From an optimization exercise on the open Yosys and OpenROAD flow, aimed at small area and a short achievable clock period; shortcuts taken in it are not production practice. Function was checked by simulation only, so behaviour that the tests miss may differ from the original. Power is estimated from default activity; no workload was simulated.

==> run C: inputs <==
==> flow/design.v <==
package message_extractor_pkg;
    typedef logic [63:0]  beat_t;        
    typedef logic [2:0]   empty_t;       
    typedef logic [255:0] msg_data_t;
    typedef logic [31:0]  byte_mask_t;   
    typedef logic [15:0]  msg_len_t;     
    typedef enum logic [1:0] {
        BYTE_SKIP = 2'd0,                
        BYTE_CUR  = 2'd1,                
        BYTE_NEXT = 2'd2                 
    } byte_class_e;
    typedef logic [15:0] beat_class_t;
endpackage
`timescale 1ns/1ps
module message_extractor (
    input  logic                              clk,
    input  logic                              reset_n,
    input  logic                              in_valid,
    input  logic                              in_startofpacket,
    input  logic                              in_endofpacket,
    input  message_extractor_pkg::beat_t      in_data,
    input  message_extractor_pkg::empty_t     in_empty,
    output logic                              out_valid,
    output message_extractor_pkg::msg_data_t  out_data,
    output message_extractor_pkg::byte_mask_t out_bytemask
);
    logic        pkt_active;         
    logic [15:0] cnt;                
    logic [5:0]  pay;                
    logic        pend;               
    logic        hdr_fresh;          
    logic [2:0]  lp;
    logic [5:0]  len_q;              
    logic [2:0]  d_q;                
    logic [63:0]  raw1;              
    logic [55:0]  raw2;              
    logic [127:0] acc;               
    logic        accept;
    logic        first_beat;
    assign first_beat = !pkt_active;
    assign accept     = in_valid && (in_startofpacket == first_beat);
    logic [7:0]  len_byte;
    logic [5:0]  len_eff;
    logic [2:0]  d_eff;
    logic [5:0]  p_eff;              
    logic        cnt_nz;
    logic        more_msgs;
    assign len_byte  = raw1[8*(7-lp) +: 8];
    assign cnt_nz    = |cnt;
    assign more_msgs = |cnt[15:1];
    assign len_eff   = hdr_fresh ? len_byte[5:0] : len_q;
    assign d_eff     = hdr_fresh ? 3'(3'd7 - lp - len_byte[2:0]) : d_q;
    always_comb begin
        if (!hdr_fresh)
            p_eff = pay;
        else if (cnt_nz)
            p_eff = len_byte[5:0] + {3'd0, lp} - 6'd7;
        else
            p_eff = '0;
    end
    logic        ends;
    logic [2:0]  e;
    logic        msg_done;
    assign ends     = (p_eff != '0) && (p_eff <= 6'd8);
    assign e        = 3'(p_eff - 6'd1);
    assign msg_done = accept && !first_beat && ends &&
                      (!in_endofpacket || (in_empty <= ~e));
    logic [15:0] n_cnt;
    logic [5:0]  n_pay;
    logic        n_pend;
    logic        n_hdr;
    logic [2:0]  n_lp;
    always_comb begin
        n_cnt  = cnt;
        n_pay  = '0;
        n_pend = 1'b0;
        n_hdr  = 1'b0;
        n_lp   = lp;
        if (p_eff > 6'd8) begin
            n_pay = p_eff - 6'd8;
        end else if (pend) begin
            n_hdr = 1'b1;
            n_lp  = 3'd0;
            n_cnt = cnt - 16'd1;
        end else if (more_msgs) begin
            if (p_eff <= 6'd6) begin
                n_hdr = 1'b1;
                n_lp  = 3'(p_eff + 6'd1);
                n_cnt = cnt - 16'd1;
            end else if (p_eff == 6'd7) begin
                n_pend = 1'b1;
            end
        end
    end
    always_ff @(posedge clk) begin
        if (!reset_n) begin
            pkt_active <= 1'b0;
        end else if (accept) begin
            pkt_active <= !in_endofpacket;
        end
    end
    always_ff @(posedge clk) begin
        if (accept) begin
            len_q <= len_eff;
            d_q   <= d_eff;
            if (first_beat) begin
                cnt       <= in_data[63:48];
                pay       <= '0;
                pend      <= 1'b0;
                hdr_fresh <= 1'b1;
                lp        <= 3'd3;
            end else begin
                cnt       <= n_cnt;
                pay       <= n_pay;
                pend      <= n_pend;
                hdr_fresh <= n_hdr;
                lp        <= n_lp;
            end
        end
    end
    logic [63:0] v_prev;
    logic [63:0] v_cur;
    assign v_prev = 64'({raw2, raw1} >> {d_eff, 3'b000});
    assign v_cur  = 64'({raw1[55:0], in_data} >> {d_eff, 3'b000});
    always_ff @(posedge clk) begin
        if (accept) begin
            raw1 <= in_data;
            raw2 <= raw1[55:0];
            acc  <= {acc[63:0], v_prev};
        end
    end
    logic [31:0]  mask;
    logic [255:0] data_mask;
    always_comb begin
        for (int k = 0; k < 32; k++) begin
            mask[k]              = (6'(k) < len_eff);
            data_mask[8*k +: 8]  = {8{mask[k]}};
        end
    end
    always_ff @(posedge clk) begin
        if (!reset_n) begin
            out_valid    <= 1'b0;
            out_data     <= '0;
            out_bytemask <= '0;
        end else begin
            out_valid <= msg_done;
            if (msg_done) begin
                out_data     <= {acc, v_prev, v_cur} & data_mask;
                out_bytemask <= mask;
            end
        end
    end
endmodule
==> flow/run.sh <==
#!/bin/bash
# synth_recipe.tcl (not shown) runs the flow's synth.tcl, then flattens the netlist and writes it again
# the make line also repeats each setting of config.mk as NAME=value (left out here)
make -C /OpenROAD-flow-scripts/flow DESIGN_CONFIG=/design/flow/config.mk WORK_HOME=/design/flow/orfs CLKGATE_MAP_FILE= SYNTH_SCRIPT=/design/flow/synth_recipe.tcl finish
==> flow/config.mk <==
export PLATFORM = sky130hd
export DESIGN_NAME = message_extractor
export DESIGN_NICKNAME = message_extractor
export VERILOG_FILES = /design/flow/design.v
export SDC_FILE = /design/flow/constraint.sdc
export NUM_CORES = 4
export LEC_CHECK = 0
export CAP_MARGIN = 20
export CORE_MARGIN = 2
export CORE_UTILIZATION = 30
export SLEW_MARGIN = 20
==> flow/constraint.sdc <==
create_clock -name core_clock -period 18.0 [get_ports {clk}]
set_input_delay 3.6000 -clock core_clock [delete_from_list [all_inputs] [get_ports {clk}]]
set_output_delay 3.6000 -clock core_clock [all_outputs]
set_load 0.01 [all_outputs]
==> run Y: changes against run C <==
--- a/flow/design.v
+++ b/flow/design.v
@@ -31,7 +31,6 @@
     logic        hdr_fresh;          
     logic [2:0]  lp;
     logic [5:0]  len_q;              
-    logic [2:0]  d_q;                
     logic [63:0]  raw1;              
     logic [55:0]  raw2;              
     logic [127:0] acc;               
@@ -39,32 +38,27 @@
     logic        first_beat;
     assign first_beat = !pkt_active;
     assign accept     = in_valid && (in_startofpacket == first_beat);
-    logic [7:0]  len_byte;
     logic [5:0]  len_eff;
     logic [2:0]  d_eff;
     logic [5:0]  p_eff;              
-    logic        cnt_nz;
     logic        more_msgs;
-    assign len_byte  = raw1[8*(7-lp) +: 8];
-    assign cnt_nz    = |cnt;
     assign more_msgs = |cnt[15:1];
-    assign len_eff   = hdr_fresh ? len_byte[5:0] : len_q;
-    assign d_eff     = hdr_fresh ? 3'(3'd7 - lp - len_byte[2:0]) : d_q;
-    always_comb begin
-        if (!hdr_fresh)
-            p_eff = pay;
-        else if (cnt_nz)
-            p_eff = len_byte[5:0] + {3'd0, lp} - 6'd7;
-        else
-            p_eff = '0;
-    end
+    assign len_eff   = hdr_fresh ? pay : len_q;
+    assign p_eff     = hdr_fresh ? 6'(pay + {3'd0, lp} - 6'd7) : pay;
+    assign d_eff     = 3'(-p_eff[2:0]);
     logic        ends;
     logic [2:0]  e;
+    logic [7:0]  end_ok;
     logic        msg_done;
-    assign ends     = (p_eff != '0) && (p_eff <= 6'd8);
-    assign e        = 3'(p_eff - 6'd1);
-    assign msg_done = accept && !first_beat && ends &&
-                      (!in_endofpacket || (in_empty <= ~e));
+    assign ends = (p_eff != '0) && (p_eff <= 6'd8);
+    assign e    = 3'(p_eff - 6'd1);
+    always_comb begin
+        for (int k = 0; k < 8; k++) begin
+            end_ok[k] = (4'(k) + {1'b0, e}) <= 4'd7;
+        end
+    end
+    assign msg_done = in_valid && !in_startofpacket && pkt_active && ends &&
+                      (!in_endofpacket || end_ok[in_empty]);
     logic [15:0] n_cnt;
     logic [5:0]  n_pay;
     logic        n_pend;
@@ -102,16 +96,15 @@
     always_ff @(posedge clk) begin
         if (accept) begin
             len_q <= len_eff;
-            d_q   <= d_eff;
             if (first_beat) begin
                 cnt       <= in_data[63:48];
-                pay       <= '0;
+                pay       <= (|in_data[63:48]) ? in_data[37:32] : 6'd0;
                 pend      <= 1'b0;
-                hdr_fresh <= 1'b1;
+                hdr_fresh <= |in_data[63:48];
                 lp        <= 3'd3;
             end else begin
                 cnt       <= n_cnt;
-                pay       <= n_pay;
+                pay       <= n_hdr ? 6'(in_data[8*(7-n_lp) +: 8]) : n_pay;
                 pend      <= n_pend;
                 hdr_fresh <= n_hdr;
                 lp        <= n_lp;
@@ -133,7 +126,7 @@
     logic [255:0] data_mask;
     always_comb begin
         for (int k = 0; k < 32; k++) begin
-            mask[k]              = (6'(k) < len_eff);
+            mask[k]              = (k < 8) || (6'(k) < len_eff);
             data_mask[8*k +: 8]  = {8{mask[k]}};
         end
     end
==> flow/flow/run.sh (new file) <==
#!/bin/bash
# Standard ORFS layout, with a setup margin for repair_timing (pushes paths well
# below the 18 ns clock) and minimum-size port buffers.
set -euo pipefail
bash standard.sh "SETUP_SLACK_MARGIN=12.6" "BUFFER_PORTS_ARGS=-buffer_cell sky130_fd_sc_hd__buf_1" "CTS_ARGS=-sink_clustering_enable -repair_clock_nets -sink_clustering_size 24 -sink_clustering_max_diameter 120 -dont_use_dummy_load -buf_list {sky130_fd_sc_hd__clkbuf_8 sky130_fd_sc_hd__clkbuf_16}" finish > make_flow.log 2>&1
==> flow/standard.sh (new file) <==
#!/bin/bash
# synth_recipe.tcl (not shown) runs the flow's synth.tcl, then flattens the netlist and writes it again
# the make line also repeats each setting of config.mk as NAME=value (left out here)
make -C /OpenROAD-flow-scripts/flow DESIGN_CONFIG=/design/flow/config.mk WORK_HOME=/design/flow/orfs CLKGATE_MAP_FILE= SYNTH_SCRIPT=/design/flow/synth_recipe.tcl "${@:-finish}"
removed: flow/run.sh
==> run K: changes against run C <==
--- a/flow/design.v
+++ b/flow/design.v
@@ -31,7 +31,6 @@
     logic        hdr_fresh;          
     logic [2:0]  lp;
     logic [5:0]  len_q;              
-    logic [2:0]  d_q;                
     logic [63:0]  raw1;              
     logic [55:0]  raw2;              
     logic [127:0] acc;               
@@ -39,32 +38,27 @@
     logic        first_beat;
     assign first_beat = !pkt_active;
     assign accept     = in_valid && (in_startofpacket == first_beat);
-    logic [7:0]  len_byte;
     logic [5:0]  len_eff;
     logic [2:0]  d_eff;
     logic [5:0]  p_eff;              
-    logic        cnt_nz;
     logic        more_msgs;
-    assign len_byte  = raw1[8*(7-lp) +: 8];
-    assign cnt_nz    = |cnt;
     assign more_msgs = |cnt[15:1];
-    assign len_eff   = hdr_fresh ? len_byte[5:0] : len_q;
-    assign d_eff     = hdr_fresh ? 3'(3'd7 - lp - len_byte[2:0]) : d_q;
-    always_comb begin
-        if (!hdr_fresh)
-            p_eff = pay;
-        else if (cnt_nz)
-            p_eff = len_byte[5:0] + {3'd0, lp} - 6'd7;
-        else
-            p_eff = '0;
-    end
+    assign len_eff   = hdr_fresh ? pay : len_q;
+    assign p_eff     = hdr_fresh ? 6'(pay + {3'd0, lp} - 6'd7) : pay;
+    assign d_eff     = 3'(-p_eff[2:0]);
     logic        ends;
     logic [2:0]  e;
+    logic [7:0]  end_ok;
     logic        msg_done;
-    assign ends     = (p_eff != '0) && (p_eff <= 6'd8);
-    assign e        = 3'(p_eff - 6'd1);
-    assign msg_done = accept && !first_beat && ends &&
-                      (!in_endofpacket || (in_empty <= ~e));
+    assign ends = (p_eff != '0) && (p_eff <= 6'd8);
+    assign e    = 3'(p_eff - 6'd1);
+    always_comb begin
+        for (int k = 0; k < 8; k++) begin
+            end_ok[k] = (4'(k) + {1'b0, e}) <= 4'd7;
+        end
+    end
+    assign msg_done = in_valid && !in_startofpacket && pkt_active && ends &&
+                      (!in_endofpacket || end_ok[in_empty]);
     logic [15:0] n_cnt;
     logic [5:0]  n_pay;
     logic        n_pend;
@@ -102,16 +96,15 @@
     always_ff @(posedge clk) begin
         if (accept) begin
             len_q <= len_eff;
-            d_q   <= d_eff;
             if (first_beat) begin
                 cnt       <= in_data[63:48];
-                pay       <= '0;
+                pay       <= (|in_data[63:48]) ? in_data[37:32] : 6'd0;
                 pend      <= 1'b0;
-                hdr_fresh <= 1'b1;
+                hdr_fresh <= |in_data[63:48];
                 lp        <= 3'd3;
             end else begin
                 cnt       <= n_cnt;
-                pay       <= n_pay;
+                pay       <= n_hdr ? 6'(in_data[8*(7-n_lp) +: 8]) : n_pay;
                 pend      <= n_pend;
                 hdr_fresh <= n_hdr;
                 lp        <= n_lp;
@@ -133,7 +126,7 @@
     logic [255:0] data_mask;
     always_comb begin
         for (int k = 0; k < 32; k++) begin
-            mask[k]              = (6'(k) < len_eff);
+            mask[k]              = (k < 8) || (6'(k) < len_eff);
             data_mask[8*k +: 8]  = {8{mask[k]}};
         end
     end
==> flow/flow/run.sh (new file) <==
#!/bin/bash
# Standard ORFS layout, with a setup margin for repair_timing (pushes paths well
# below the 18 ns clock) and minimum-size port buffers.
set -euo pipefail
bash standard.sh "SETUP_SLACK_MARGIN=13.4" "BUFFER_PORTS_ARGS=-buffer_cell sky130_fd_sc_hd__buf_1" "CTS_ARGS=-sink_clustering_enable -repair_clock_nets -sink_clustering_size 24 -sink_clustering_max_diameter 120 -dont_use_dummy_load -buf_list {sky130_fd_sc_hd__clkbuf_8 sky130_fd_sc_hd__clkbuf_16}" finish > make_flow.log 2>&1
==> flow/standard.sh (new file) <==
#!/bin/bash
# synth_recipe.tcl (not shown) runs the flow's synth.tcl, then flattens the netlist and writes it again
# the make line also repeats each setting of config.mk as NAME=value (left out here)
make -C /OpenROAD-flow-scripts/flow DESIGN_CONFIG=/design/flow/config.mk WORK_HOME=/design/flow/orfs CLKGATE_MAP_FILE= SYNTH_SCRIPT=/design/flow/synth_recipe.tcl "${@:-finish}"
removed: flow/run.sh
==> run P: changes against run C <==
--- a/flow/design.v
+++ b/flow/design.v
@@ -11,6 +11,27 @@
     } byte_class_e;
     typedef logic [15:0] beat_class_t;
 endpackage
+`timescale 1ns/1ps
+module frame_parser (
+    input  logic       reset_n,
+    input  logic       in_valid,
+    input  logic       in_startofpacket,
+    input  logic       in_endofpacket,
+    input  logic [2:0] in_empty,
+    input  logic       pkt_active,       
+    input  logic       ends,             
+    input  logic [7:0] end_ok,           
+    output logic       accept,           
+    output logic       ld,               
+    output logic       hold              
+);
+    logic msg_done;
+    assign accept   = in_valid && (in_startofpacket != pkt_active);
+    assign msg_done = in_valid && !in_startofpacket && pkt_active && ends &&
+                      (!in_endofpacket || end_ok[in_empty]);
+    assign ld       = reset_n && msg_done;
+    assign hold     = reset_n && !msg_done;
+endmodule
 `timescale 1ns/1ps
 module message_extractor (
     input  logic                              clk,
@@ -31,40 +52,45 @@
     logic        hdr_fresh;          
     logic [2:0]  lp;
     logic [5:0]  len_q;              
-    logic [2:0]  d_q;                
     logic [63:0]  raw1;              
     logic [55:0]  raw2;              
     logic [127:0] acc;               
     logic        accept;
     logic        first_beat;
+    logic        ld;                 
+    logic        hold;               
     assign first_beat = !pkt_active;
-    assign accept     = in_valid && (in_startofpacket == first_beat);
-    logic [7:0]  len_byte;
     logic [5:0]  len_eff;
     logic [2:0]  d_eff;
     logic [5:0]  p_eff;              
-    logic        cnt_nz;
     logic        more_msgs;
-    assign len_byte  = raw1[8*(7-lp) +: 8];
-    assign cnt_nz    = |cnt;
     assign more_msgs = |cnt[15:1];
-    assign len_eff   = hdr_fresh ? len_byte[5:0] : len_q;
-    assign d_eff     = hdr_fresh ? 3'(3'd7 - lp - len_byte[2:0]) : d_q;
-    always_comb begin
-        if (!hdr_fresh)
-            p_eff = pay;
-        else if (cnt_nz)
-            p_eff = len_byte[5:0] + {3'd0, lp} - 6'd7;
-        else
-            p_eff = '0;
-    end
+    assign len_eff   = hdr_fresh ? pay : len_q;
+    assign p_eff     = hdr_fresh ? 6'(pay + {3'd0, lp} - 6'd7) : pay;
+    assign d_eff     = 3'(-p_eff[2:0]);
     logic        ends;
     logic [2:0]  e;
-    logic        msg_done;
-    assign ends     = (p_eff != '0) && (p_eff <= 6'd8);
-    assign e        = 3'(p_eff - 6'd1);
-    assign msg_done = accept && !first_beat && ends &&
-                      (!in_endofpacket || (in_empty <= ~e));
+    logic [7:0]  end_ok;
+    assign ends = (p_eff != '0) && (p_eff <= 6'd8);
+    assign e    = 3'(p_eff - 6'd1);
+    always_comb begin
+        for (int k = 0; k < 8; k++) begin
+            end_ok[k] = (4'(k) + {1'b0, e}) <= 4'd7;
+        end
+    end
+    frame_parser i_frame_parser (
+        .reset_n          (reset_n),
+        .in_valid         (in_valid),
+        .in_startofpacket (in_startofpacket),
+        .in_endofpacket   (in_endofpacket),
+        .in_empty         (in_empty),
+        .pkt_active       (pkt_active),
+        .ends             (ends),
+        .end_ok           (end_ok),
+        .accept           (accept),
+        .ld               (ld),
+        .hold             (hold)
+    );
     logic [15:0] n_cnt;
     logic [5:0]  n_pay;
     logic        n_pend;
@@ -102,16 +128,15 @@
     always_ff @(posedge clk) begin
         if (accept) begin
             len_q <= len_eff;
-            d_q   <= d_eff;
             if (first_beat) begin
                 cnt       <= in_data[63:48];
-                pay       <= '0;
+                pay       <= (|in_data[63:48]) ? in_data[37:32] : 6'd0;
                 pend      <= 1'b0;
-                hdr_fresh <= 1'b1;
+                hdr_fresh <= |in_data[63:48];
                 lp        <= 3'd3;
             end else begin
                 cnt       <= n_cnt;
-                pay       <= n_pay;
+                pay       <= n_hdr ? 6'(in_data[8*(7-n_lp) +: 8]) : n_pay;
                 pend      <= n_pend;
                 hdr_fresh <= n_hdr;
                 lp        <= n_lp;
@@ -133,21 +158,17 @@
     logic [255:0] data_mask;
     always_comb begin
         for (int k = 0; k < 32; k++) begin
-            mask[k]              = (6'(k) < len_eff);
+            mask[k]              = (k < 8) || (6'(k) < len_eff);
             data_mask[8*k +: 8]  = {8{mask[k]}};
         end
     end
+    logic [255:0] ld_mask;
+    logic [31:0]  ld_bmask;
+    assign ld_mask  = data_mask & {256{ld}};
+    assign ld_bmask = mask & {32{ld}};
     always_ff @(posedge clk) begin
-        if (!reset_n) begin
-            out_valid    <= 1'b0;
-            out_data     <= '0;
-            out_bytemask <= '0;
-        end else begin
-            out_valid <= msg_done;
-            if (msg_done) begin
-                out_data     <= {acc, v_prev, v_cur} & data_mask;
-                out_bytemask <= mask;
-            end
-        end
+        out_valid    <= ld;
+        out_data     <= ({acc, v_prev, v_cur} & ld_mask) | (out_data & {256{hold}});
+        out_bytemask <= ld_bmask | (out_bytemask & {32{hold}});
     end
 endmodule
==> flow/flow/run.sh (new file) <==
#!/bin/bash
# Standard ORFS layout, with a setup margin for repair_timing (pushes paths well
# below the 18 ns clock), buf_2 port buffers and a sparser clock tree.
set -euo pipefail
bash standard.sh "SETUP_SLACK_MARGIN=13.2" "BUFFER_PORTS_ARGS=-buffer_cell sky130_fd_sc_hd__buf_2" "CTS_ARGS=-sink_clustering_enable -repair_clock_nets -sink_clustering_size 24 -sink_clustering_max_diameter 120 -dont_use_dummy_load -buf_list {sky130_fd_sc_hd__clkbuf_8 sky130_fd_sc_hd__clkbuf_16}" finish > make_flow.log 2>&1
==> flow/standard.sh (new file) <==
#!/bin/bash
# synth_recipe.tcl (not shown) runs the flow's synth.tcl, then flattens the netlist and writes it again
# the make line also repeats each setting of config.mk as NAME=value (left out here)
make -C /OpenROAD-flow-scripts/flow DESIGN_CONFIG=/design/flow/config.mk WORK_HOME=/design/flow/orfs CLKGATE_MAP_FILE= SYNTH_SCRIPT=/design/flow/synth_recipe.tcl "${@:-finish}"
Settings changed: SYNTH_HIERARCHICAL set to 1, SYNTH_MINIMUM_KEEP_SIZE set to 0.
removed: flow/run.sh
==> results.json <==
{
  "status": "finished clean",
  "dpl.hpwl_mm": 61.3,
  "comb_cell_power_uw": 798,
  "synth_area_leaders": "edfxtp_1, dfxtp_1, mux2i_1, a22oi_1, nor2_1",
  "fin_crit_ns": 4.96,
  "cp.required_ns": 18.55,
  "die_y_um": 292,
  "pwr-share-comb_pct": 26.6,
  "cts_buffers": 29,
  "clkTransAtPathRegs_ns": 0.10,
  "instances_no_fill": 3791,
  "tightest_slew_ns": 1.04
}
Source of the figures above: run K

==> results.json <==
{
  "cts_buffers": 29,
  "synth_area_leaders": "edfxtp_1, dfxtp_1, mux2i_1, a22oi_1, nor2_1",
  "cp.required_ns": 18.22,
  "pwr-share-comb_pct": 24.6,
  "dpl.hpwl_mm": 60.1,
  "cts_max_path_buffers": 3,
  "comb_cell_power_uw": 714,
  "instances_no_fill": 3415,
  "status": "finished clean",
  "die_y_um": 292,
  "clkTransAtPathRegs_ns": 0.09,
  "fin_crit_ns": 5.32,
  "tightest_slew_ns": 1.08
}
Source of the figures above: run Y

==> results.json <==
{
  "cts_buffers": 30,
  "pwr-share-comb_pct": 28.2,
  "synth_area_leaders": "edfxtp_1, dfxtp_1, mux2i_1, a22o_1, nand2_1",
  "comb_cell_power_uw": 872,
  "dpl.hpwl_mm": 59.9,
  "status": "finished clean",
  "cp.required_ns": 18.58,
  "tightest_slew_ns": 1.18
}
Source of the figures above: run P

==> results.json <==
{
  "status": "finished clean",
  "dpl.hpwl_mm": 67.8,
  "die_y_um": 296,
  "synth_area_leaders": "edfxtp_1, dfxtp_1, mux2i_1, nand3_1, nand2_1",
  "comb_cell_power_uw": 771,
  "pwr-share-comb_pct": 21.6,
  "instances_no_fill": 3853,
  "cp.required_ns": 18.53,
  "tightest_slew_ns": 1.13
}
Source of the figures above: run C

-- port drivers added, routing unchanged --
How much do the figures lean on ideal ports? The routed layouts below were timed once more, with nothing changed but the port constraints. Step 1 (the two cells are an assumption about what drives the block):
set clk [get_ports {clk}]
set_driving_cell -lib_cell sky130_fd_sc_hd__clkbuf_16 $clk
set_driving_cell -lib_cell sky130_fd_sc_hd__buf_2 [delete_from_list [all_inputs] $clk]
Step 2, shift: input delay + t, output delay - t, t = (earliest + latest rising clock arrival at the registers) / 2. This alone moves slack from input paths to output paths. Three values: no drivers, after step 1, after step 2; two values: the first two.
run	t (ns)	setup slack, ns	worst hold slack (ns)	worst setup path after step 2	worst slew at a driven data input, ns
run C	0.710	10.723 / 10.767 / 10.057	0.440 / 0.440 / 0.440	input to register	0.11
run Y	0.652	12.683 / 12.727 / 12.075	0.415 / 0.415 / 0.415	input to register	0.09
run K	0.660	13.037 / 13.063 / 12.403	0.434 / 0.434 / 0.434	input to register	0.11
run P	0.670	12.953 / 12.969 / 12.299	0.428 / 0.428 / 0.428	input to register	0.07
After both steps setup and hold are still met in every run listed. For run C, which loses most, drivers alone change the setup slack by +0.044 ns; drivers and shift together by -0.666 ns.
